Context: an optimization exercise on an open-source flow, tuned for small area, a short achievable clock period and few clock cycles per item. The choices shown serve that exercise and are no tape-out recipe.
In this exercise RTL edits were held to simulation tests only and were not proved equivalent to the original.
Power is estimated from default activity; no workload was simulated.

--- design/flow/design.v ---
`default_nettype none
package dqs_pkg;
   localparam int CAPACITY_DEF = 32;
   localparam int DATA_W   = 32;
   localparam int OPCODE_W = 3;
   localparam int STATUS_W = 2;
   localparam int POS_W    = 6;
   typedef enum logic [OPCODE_W-1:0] {
      OP_PUSH_FRONT = 3'd0,
      OP_PUSH_BACK  = 3'd1,
      OP_POP_FRONT  = 3'd2,
      OP_POP_BACK   = 3'd3,
      OP_DUMP       = 3'd4,
      OP_SEARCH     = 3'd5
   } opcode_type;
   typedef enum logic [STATUS_W-1:0] {
      STATUS_OK        = 2'd0,
      STATUS_UNDERFLOW = 2'd1,
      STATUS_FULL      = 2'd2,
      STATUS_NOT_FOUND = 2'd3
   } status_type;
   typedef enum logic [1:0] {
      ST_IDLE,
      ST_EXEC,
      ST_READ,
      ST_CHECK
   } state_type;
endpackage : dqs_pkg
`default_nettype wire
`default_nettype none
module dqs_store #(
   parameter int DEPTH  = dqs_pkg::CAPACITY_DEF,
   parameter int ADDR_W = $clog2(DEPTH)
) (
   input  wire logic                      clock,
   input  wire logic                      wr_en,
   input  wire logic [ADDR_W-1:0]         wr_addr,
   input  wire logic [dqs_pkg::DATA_W-1:0] wr_data,
   input  wire logic                      rd_en,
   input  wire logic [ADDR_W-1:0]         rd_addr,
   output logic      [dqs_pkg::DATA_W-1:0] rd_data
);
   logic [dqs_pkg::DATA_W-1:0] entry_mem [DEPTH];
   logic [dqs_pkg::DATA_W-1:0] rd_data_ff;
   always_ff @(posedge clock) begin
      if (wr_en) begin
         entry_mem[wr_addr] <= wr_data;
      end
   end
   always_ff @(posedge clock) begin
      if (rd_en) begin
         rd_data_ff <= entry_mem[rd_addr];
      end
   end
   assign rd_data = rd_data_ff;
endmodule
`default_nettype wire
`default_nettype none
module dqs_ctrl #(
   parameter int CAPACITY = dqs_pkg::CAPACITY_DEF,
   parameter int IDX_W    = $clog2(CAPACITY),
   parameter int CNT_W    = $clog2(CAPACITY + 1)
) (
   input  wire logic                          clock,
   input  wire logic                          reset,
   input  wire logic                          req_valid,
   output logic                               req_ready,
   input  wire logic [dqs_pkg::OPCODE_W-1:0]  req_opcode,
   input  wire logic [dqs_pkg::DATA_W-1:0]    req_value,
   output logic                               rsp_valid,
   input  wire logic                          rsp_ready,
   output logic      [dqs_pkg::STATUS_W-1:0]  rsp_status,
   output logic      [dqs_pkg::POS_W-1:0]     rsp_position,
   output logic      [dqs_pkg::DATA_W-1:0]    rsp_entry_data,
   output logic                               rsp_last,
   output logic                               mem_wr_en,
   output logic      [IDX_W-1:0]              mem_wr_addr,
   output logic      [dqs_pkg::DATA_W-1:0]    mem_wr_data,
   output logic                               mem_rd_en,
   output logic      [IDX_W-1:0]              mem_rd_addr,
   input  wire logic [dqs_pkg::DATA_W-1:0]    mem_rd_data
);
   localparam logic [IDX_W:0]   CAP_X    = (IDX_W+1)'(CAPACITY);
   localparam logic [IDX_W-1:0] LAST_IDX = IDX_W'(CAPACITY - 1);
   localparam logic [CNT_W-1:0] CAP_CNT  = CNT_W'(CAPACITY);
   dqs_pkg::state_type          state_ff, state_in;
   logic [dqs_pkg::OPCODE_W-1:0] op_ff, op_in;
   logic [dqs_pkg::DATA_W-1:0]  val_ff, val_in;
   logic [IDX_W-1:0]   front_ff, front_in;
   logic [CNT_W-1:0]   count_ff, count_in;
   logic [CNT_W-1:0]   idx_ff, idx_in;
   logic [IDX_W-1:0]   slot_ff, slot_in;
   logic                rsp_valid_ff, rsp_valid_in;
   logic [dqs_pkg::STATUS_W-1:0] status_ff, status_in;
   logic [dqs_pkg::POS_W-1:0]    position_ff, position_in;
   logic [dqs_pkg::DATA_W-1:0]   data_ff, data_in;
   logic                last_ff, last_in;
   logic               out_free;
   logic               load;
   logic               full;
   logic               empty;
   logic [IDX_W-1:0]   front_dec;
   logic [IDX_W-1:0]   front_inc;
   logic [IDX_W-1:0]   slot_inc;
   logic [IDX_W:0]     back_sum;
   logic [IDX_W-1:0]   back_slot;
   logic [CNT_W-1:0]   idx_next;
   logic               last_entry;
   always_comb begin
      out_free   = !rsp_valid_ff || rsp_ready;
      full       = (count_ff == CAP_CNT);
      empty      = (count_ff == '0);
      front_dec  = (front_ff == '0) ? LAST_IDX : front_ff - 1'b1;
      front_inc  = (front_ff == LAST_IDX) ? '0 : front_ff + 1'b1;
      slot_inc   = (slot_ff == LAST_IDX) ? '0 : slot_ff + 1'b1;
      back_sum   = (IDX_W+1)'(front_ff) + (IDX_W+1)'(count_ff);
      back_slot  = (back_sum >= CAP_X) ? IDX_W'(back_sum - CAP_X) : IDX_W'(back_sum);
      idx_next   = idx_ff + 1'b1;
      last_entry = (idx_next == count_ff);
   end
   always_comb begin
      state_in    = state_ff;
      op_in       = op_ff;
      val_in      = val_ff;
      front_in    = front_ff;
      count_in    = count_ff;
      idx_in      = idx_ff;
      slot_in     = slot_ff;
      load        = 1'b0;
      status_in   = dqs_pkg::STATUS_OK;
      position_in = '0;
      data_in     = '0;
      last_in     = 1'b1;
      mem_wr_en   = 1'b0;
      mem_wr_addr = back_slot;
      mem_wr_data = val_ff;
      mem_rd_en   = 1'b0;
      mem_rd_addr = slot_ff;
      req_ready   = (state_ff == dqs_pkg::ST_IDLE);
      case (state_ff)
         dqs_pkg::ST_IDLE: begin
            if (req_valid) begin
               op_in  = req_opcode;
               val_in = req_value;
               if (req_opcode <= dqs_pkg::OP_SEARCH) begin
                  state_in = dqs_pkg::ST_EXEC;
               end
            end
         end
         dqs_pkg::ST_EXEC: begin
            if (op_ff == dqs_pkg::OP_PUSH_FRONT || op_ff == dqs_pkg::OP_PUSH_BACK) begin
               if (out_free) begin
                  load     = 1'b1;
                  state_in = dqs_pkg::ST_IDLE;
                  if (full) begin
                     status_in = dqs_pkg::STATUS_FULL;
                  end else begin
                     mem_wr_en = 1'b1;
                     count_in  = count_ff + 1'b1;
                     if (op_ff == dqs_pkg::OP_PUSH_FRONT) begin
                        mem_wr_addr = front_dec;
                        front_in    = front_dec;
                     end
                  end
               end
            end else if (empty) begin
               if (out_free) begin
                  load      = 1'b1;
                  status_in = dqs_pkg::STATUS_UNDERFLOW;
                  state_in  = dqs_pkg::ST_IDLE;
               end
            end else if (op_ff == dqs_pkg::OP_POP_FRONT || op_ff == dqs_pkg::OP_POP_BACK) begin
               if (out_free) begin
                  load     = 1'b1;
                  state_in = dqs_pkg::ST_IDLE;
                  count_in = count_ff - 1'b1;
                  if (op_ff == dqs_pkg::OP_POP_FRONT) begin
                     front_in = front_inc;
                  end
               end
            end else begin
               idx_in   = '0;
               slot_in  = front_ff;
               state_in = dqs_pkg::ST_READ;
            end
         end
         dqs_pkg::ST_READ: begin
            mem_rd_en = 1'b1;
            state_in  = dqs_pkg::ST_CHECK;
         end
         dqs_pkg::ST_CHECK: begin
            if (op_ff == dqs_pkg::OP_DUMP) begin
               if (out_free) begin
                  load    = 1'b1;
                  data_in = mem_rd_data;
                  last_in = last_entry;
                  if (last_entry) begin
                     state_in = dqs_pkg::ST_IDLE;
                  end else begin
                     idx_in   = idx_next;
                     slot_in  = slot_inc;
                     state_in = dqs_pkg::ST_READ;
                  end
               end
            end else if (mem_rd_data == val_ff) begin
               if (out_free) begin
                  load        = 1'b1;
                  position_in = dqs_pkg::POS_W'(idx_next);
                  state_in    = dqs_pkg::ST_IDLE;
               end
            end else if (last_entry) begin
               if (out_free) begin
                  load      = 1'b1;
                  status_in = dqs_pkg::STATUS_NOT_FOUND;
                  state_in  = dqs_pkg::ST_IDLE;
               end
            end else begin
               idx_in   = idx_next;
               slot_in  = slot_inc;
               state_in = dqs_pkg::ST_READ;
            end
         end
         default: begin
            state_in = dqs_pkg::ST_IDLE;
         end
      endcase
      rsp_valid_in = load ? 1'b1 : (rsp_ready ? 1'b0 : rsp_valid_ff);
   end
   always_ff @(posedge clock) begin
      if (reset) begin
         state_ff     <= dqs_pkg::ST_IDLE;
         front_ff     <= '0;
         count_ff     <= '0;
         rsp_valid_ff <= 1'b0;
      end else begin
         state_ff     <= state_in;
         front_ff     <= front_in;
         count_ff     <= count_in;
         rsp_valid_ff <= rsp_valid_in;
      end
   end
   always_ff @(posedge clock) begin
      op_ff   <= op_in;
      val_ff  <= val_in;
      idx_ff  <= idx_in;
      slot_ff <= slot_in;
      if (load) begin
         status_ff   <= status_in;
         position_ff <= position_in;
         data_ff     <= data_in;
         last_ff     <= last_in;
      end
   end
   assign rsp_valid      = rsp_valid_ff;
   assign rsp_status     = status_ff;
   assign rsp_position   = position_ff;
   assign rsp_entry_data = data_ff;
   assign rsp_last       = last_ff;
endmodule
`default_nettype wire
`default_nettype none
module deque_with_search #(
   parameter int CAPACITY = dqs_pkg::CAPACITY_DEF
) (
   input  wire logic                                clock,
   input  wire logic                                reset,
   input  wire logic                                req_valid,
   output logic                                     req_ready,
   input  wire logic        [dqs_pkg::OPCODE_W-1:0] req_opcode,
   input  wire logic signed [dqs_pkg::DATA_W-1:0]   req_value,
   output logic                                     rsp_valid,
   input  wire logic                                rsp_ready,
   output logic             [dqs_pkg::STATUS_W-1:0] rsp_status,
   output logic             [dqs_pkg::POS_W-1:0]    rsp_position,
   output logic signed      [dqs_pkg::DATA_W-1:0]   rsp_entry_data,
   output logic                                     rsp_last
);
   localparam int IDX_W = $clog2(CAPACITY);
   localparam int CNT_W = $clog2(CAPACITY + 1);
   logic              mem_wr_en;
   logic [IDX_W-1:0]  mem_wr_addr;
   logic [dqs_pkg::DATA_W-1:0] mem_wr_data;
   logic              mem_rd_en;
   logic [IDX_W-1:0]  mem_rd_addr;
   logic [dqs_pkg::DATA_W-1:0] mem_rd_data;
   logic [dqs_pkg::DATA_W-1:0] entry_data;
   dqs_ctrl #(
      .CAPACITY (CAPACITY),
      .IDX_W    (IDX_W),
      .CNT_W    (CNT_W)
   ) u_ctrl (
      .clock          (clock),
      .reset          (reset),
      .req_valid      (req_valid),
      .req_ready      (req_ready),
      .req_opcode     (req_opcode),
      .req_value      (req_value),
      .rsp_valid      (rsp_valid),
      .rsp_ready      (rsp_ready),
      .rsp_status     (rsp_status),
      .rsp_position   (rsp_position),
      .rsp_entry_data (entry_data),
      .rsp_last       (rsp_last),
      .mem_wr_en      (mem_wr_en),
      .mem_wr_addr    (mem_wr_addr),
      .mem_wr_data    (mem_wr_data),
      .mem_rd_en      (mem_rd_en),
      .mem_rd_addr    (mem_rd_addr),
      .mem_rd_data    (mem_rd_data)
   );
   dqs_store #(
      .DEPTH  (CAPACITY),
      .ADDR_W (IDX_W)
   ) u_store (
      .clock   (clock),
      .wr_en   (mem_wr_en),
      .wr_addr (mem_wr_addr),
      .wr_data (mem_wr_data),
      .rd_en   (mem_rd_en),
      .rd_addr (mem_rd_addr),
      .rd_data (mem_rd_data)
   );
   assign rsp_entry_data = $signed(entry_data);
endmodule
`default_nettype wire
--- design/flow/run.sh ---
#!/bin/bash
# synth_recipe.tcl (not shown) runs the flow's synth.tcl, then flattens the netlist and writes it again
# the make line also repeats each setting of config.mk as NAME=value (left out here)
make -C /OpenROAD-flow-scripts/flow DESIGN_CONFIG=/design/flow/config.mk WORK_HOME=/design/flow/orfs CLKGATE_MAP_FILE= SYNTH_SCRIPT=/design/flow/synth_recipe.tcl finish
--- design/flow/config.mk ---
export PLATFORM = sky130hd
export DESIGN_NAME = deque_with_search
export DESIGN_NICKNAME = deque_with_search
export VERILOG_FILES = /design/flow/design.v
export SDC_FILE = /design/flow/constraint.sdc
export NUM_CORES = 4
export LEC_CHECK = 0
export CAP_MARGIN = 20
export CORE_MARGIN = 2
export CORE_UTILIZATION = 40
export SLEW_MARGIN = 20
--- design/flow/constraint.sdc ---
create_clock -name core_clock -period 6.0 [get_ports {clock}]
set_input_delay 1.2000 -clock core_clock [delete_from_list [all_inputs] [get_ports {clock}]]
set_output_delay 1.2000 -clock core_clock [all_outputs]
set_load 0.01 [all_outputs]
==> summary.txt <==
==> layer usage <==
metal,vias up,global-route usage [%],wire [µm]
met5,-,0,0
met4,0,5.19,2890
met3,142,5.31,9850
met2,903,30.8,53700
met1,11300,26.8,45600
li1,8601,-,-
==> cell families (layout without fill, tap and decap cells) <==
group	after synthesis	after routing
mux	361	361
simple gates	177	177
other cells	0	4
buf+inv	97	393
flops	1157	1157
xor+xnor	64	64
fa+ha+maj	16	16
compound gates	66	66
==> critical path, cell delays in order <==
cell,delay [ns]
clkdlybuf4s50_1,0.47
nand2b_1,0.21
nand4b_1,0.38
a211oi_2,0.68
mux2i_1,0.39
nand3_1,0.40
nor2_4,0.85
buf_4,0.31
==> power groups by stage <==
stage	Clock, mW	Sequential [mW]	Combinational, mW
floorplan	0	9.30	0.324
global placement	0	9.24	0.776
detailed placement	0	9.24	0.794
CTS	7.55	9.07	0.794
global route	7.85	9.07	0.835
finish	7.41	9.07	0.784
==> sequential cells by signal (all words and copies together) (netlist names) <==
register             count
u_ctrl.slot_ff           5
u_ctrl.state_ff          2
u_ctrl.status_ff         2
u_ctrl.front_ff          5
u_ctrl.val_ff           32
u_ctrl.data_ff          32
u_store.rd_data_ff      32
u_ctrl.rsp_valid_ff      1
u_store.entry_mem     1024
u_ctrl.last_ff           1
u_ctrl.count_ff          6
u_ctrl.position_ff       6
u_ctrl.op_ff             3
u_ctrl.idx_ff            6
==> cell usage after synthesis (14+ instances only) <==
cell / number
edfxtp_1: 1143
nor2_1: 62
dfxtp_1: 14
a21oi_1: 23
nand2_1: 28
buf_2: 24
and2_1: 34
mux2_2: 35
xnor2_1: 50
mux4_2: 320
clkbuf_1: 55
ha_1: 14
==> final timing paths <==
kind                                             endpoint                  start  slack, ns
worst max-delay path            u_store.entry_mem[18][20]              rsp_ready       1.48
worst min-delay path                    u_ctrl.data_ff[2]  u_store.rd_data_ff[2]       0.59
worst max register to register  u_store.entry_mem[18][20]     u_ctrl.front_ff[0]       1.68
worst min register to register          u_ctrl.data_ff[2]  u_store.rd_data_ff[2]       0.59
==> through the flow <==
stage	power, mW	std cells	instance area [µm²]
2_1_floorplan	9.63	1938	44800
3_3_place_gp	10.0	3504	48100
3_5_place_dp	10.0	3504	48100
4_1_cts	17.4	3722	52100
5_1_grt	17.8	3722	52100
6_report	17.3	3726	52100
==> final cells by class <==
| type | instances | area, µm² | share of cell area [%] |
|---|---|---|---|
| sequential | 1157 | 34600 | 66.5 |
| multi-input combinational | 684 | 10100 | 19.3 |
| clock buffer | 133 | 2970 | 5.70 |
| tap | 1488 | 1860 | 3.58 |
| timing repair buffer | 168 | 1590 | 3.05 |
| clock inverter | 85 | 952 | 1.83 |
| inverter | 7 | 26.3 | 0.0505 |
| antenna | 4 | 10.0 | 0.0192 |
==> results.tsv <==
stage	metric	value	unit
layout	syn_to_final_growth	16.3	%
timing	worst_slack	1.48	ns
setup_path	reg2regPathDepth	7	
detailed_routing	wl_per_cell	30.1	µm
die	die_h	339	µm
timing	post-route-period-util	75.3	%
synthesis	synth-seq-area-share	77.3	%
detailed_routing	wl	112000	µm
clock_tree	cts_resized	0	
timing	holdWs	0.589	ns
clock_tree	clock_latency	0.71	ns
synthesis	yosysTopAreaCellShare	76.6	%
setup_path	worst-path-max-fanout	19	
die	initial_core_util	40.4	%
power	power.switching	3.64	mW
global_routing	antenna_found_initial	6	
synthesis	syn_nets	1993	
power	clockPowerShare	42.9	%
layout	drive_gt1_share	29.5	%
synthesis	synth-seq-cells	1157	
timing	fin_crit	4.52	ns
clock_tree	postCtsSetupBuffers	0	
synthesis	synth_top_area_cell	edfxtp_1	
setup_path	worstSetupStartpointType	primary input	
place	port_buffers	81	
layout	final_util	47.0	%
die	pin_count	82	
layout	final_cell_mix	edfxtp_1, mux4_2, clkbuf_16, clkdlybuf4s50_1, buf_4	
global_routing	grt_pass1_vias	21300	
detailed_routing	ant_nets	0	
synthesis	muxShareOfSynthArea	17.1	%
detailed_routing	drt_pre_antenna_iters	5	
synthesis	yosys_warnings	2	
power	power_frac_seq	52.5	%
setup_path	required	6.39	ns
layout	nets	2188	
setup_path	endpoint_kind	register	
clock_tree	clock-sinks	1157	
setup_path	path_class	in2reg	
setup_path	cp_data_arrival_time	4.91	ns
synthesis	netlist_instances	1938	
synthesis	syn_area	44800	µm²
power	swShare	21.1	%
detailed_routing	via_per_inst	5.61	
synthesis	synthTopCellsByArea	edfxtp_1, mux4_2, xnor2_1	
clock_tree	numCtsBuffers	115	
place	post-place-ws	0.865	ns
synthesis	synth_top_family_by_area	multiplexers	
synthesis	synthSimpleGateAreaFrac	2.04	%
synthesis	avgSynthCellArea	23.1	µm²
detailed_routing	num_vias	20900	
synthesis	synthAdderAreaFrac	0.481	%
clock_tree	clk_path_buf_depth	3	
run_status	status	complete, no violations	
die	core	111000	µm²
clock_tree	clockRootBuffer	clkbuf_16	
synthesis	synth_flop_cell	edfxtp_1	
global_routing	grt_max_degree	146	
timing	max_freq	221	MHz
layout	layout_commonest_cell	edfxtp_1	
detailed_routing	drt_iter0_markers	2294	
timing	slew_viol_final	0	
timing	max_slew.worst_pin.slew	1.11	ns
global_routing	grtUsageTotal	19.5	%
layout	n_fill_cell	9092	
timing	hold_viol_final	0	
synthesis	synth_xor_area_share	1.29	%
clock_tree	ctsHoldBuffers	0	
synthesis	async_flop_share	0	%
job	maxCapViolations	0	
global_routing	grt_overflow	0	
die	dieWidth	339	µm
detailed_routing	drcViolationCount	0	
worst_hold_path	hold_depth	1	
power	combinationalPowerShare	4.5	%
timing	setup_viol	0	
synthesis	synth_compound_area_share	0.930	%
timing	max_slew_margin	26.1	%
power	powerDensity	332	nW/µm²
power	p_leak	16.1	nW
worst_hold_path	hp-class	reg2reg	
power	p_int	13.6	mW
die	num_rows	122	
clock_tree	tritoncts	yes	
timing	setup_tns	0	ns
synthesis	synth_cell_type_count	55	
global_routing	grt_first_pass_wirelength	159000	µm
clock_tree	clkSlewWorstSetupHoldPaths	0.06	ns
timing	rsz0062_at_grt	false	
timing	skew	0.0314	ns
place	dpl.hpwl	69500	µm
clock_tree	cts_max_level	3	
place	place_congestion	0.837	
synthesis	synth_edf_count	1143	
power	ir_worst_vdd	0.266	mV
die	dieArea	115000	µm²
Testbench counts, summed over its fixed seeds: cycles 62,720, requests 5,600.

[separate check: timing with driven ports]
Ports are ideal in the flow. The routed layout listed here was re-timed in OpenROAD. Step 1 sets driving cells, clkbuf_16 on the clock port and buf_2 on the other inputs (assumed; they add their load-dependent delay and slew). Step 2, shift: input delay + t, output delay - t, t = (earliest + latest rising clock arrival at the registers) / 2. This alone moves slack from input paths to output paths. a / b / c = no drivers / after step 1 / after step 2; a / b = the first two.
t (ns): 0.762
setup slack, ns: 1.480 / 1.518 / 0.756
hold WS [ns]: 0.589 / 0.589 / 0.589
pins driven straight from the clock port: 1
After both steps this run still meets setup and hold. For this run, drivers alone change the setup slack by +0.038 ns; drivers and shift together by -0.724 ns.
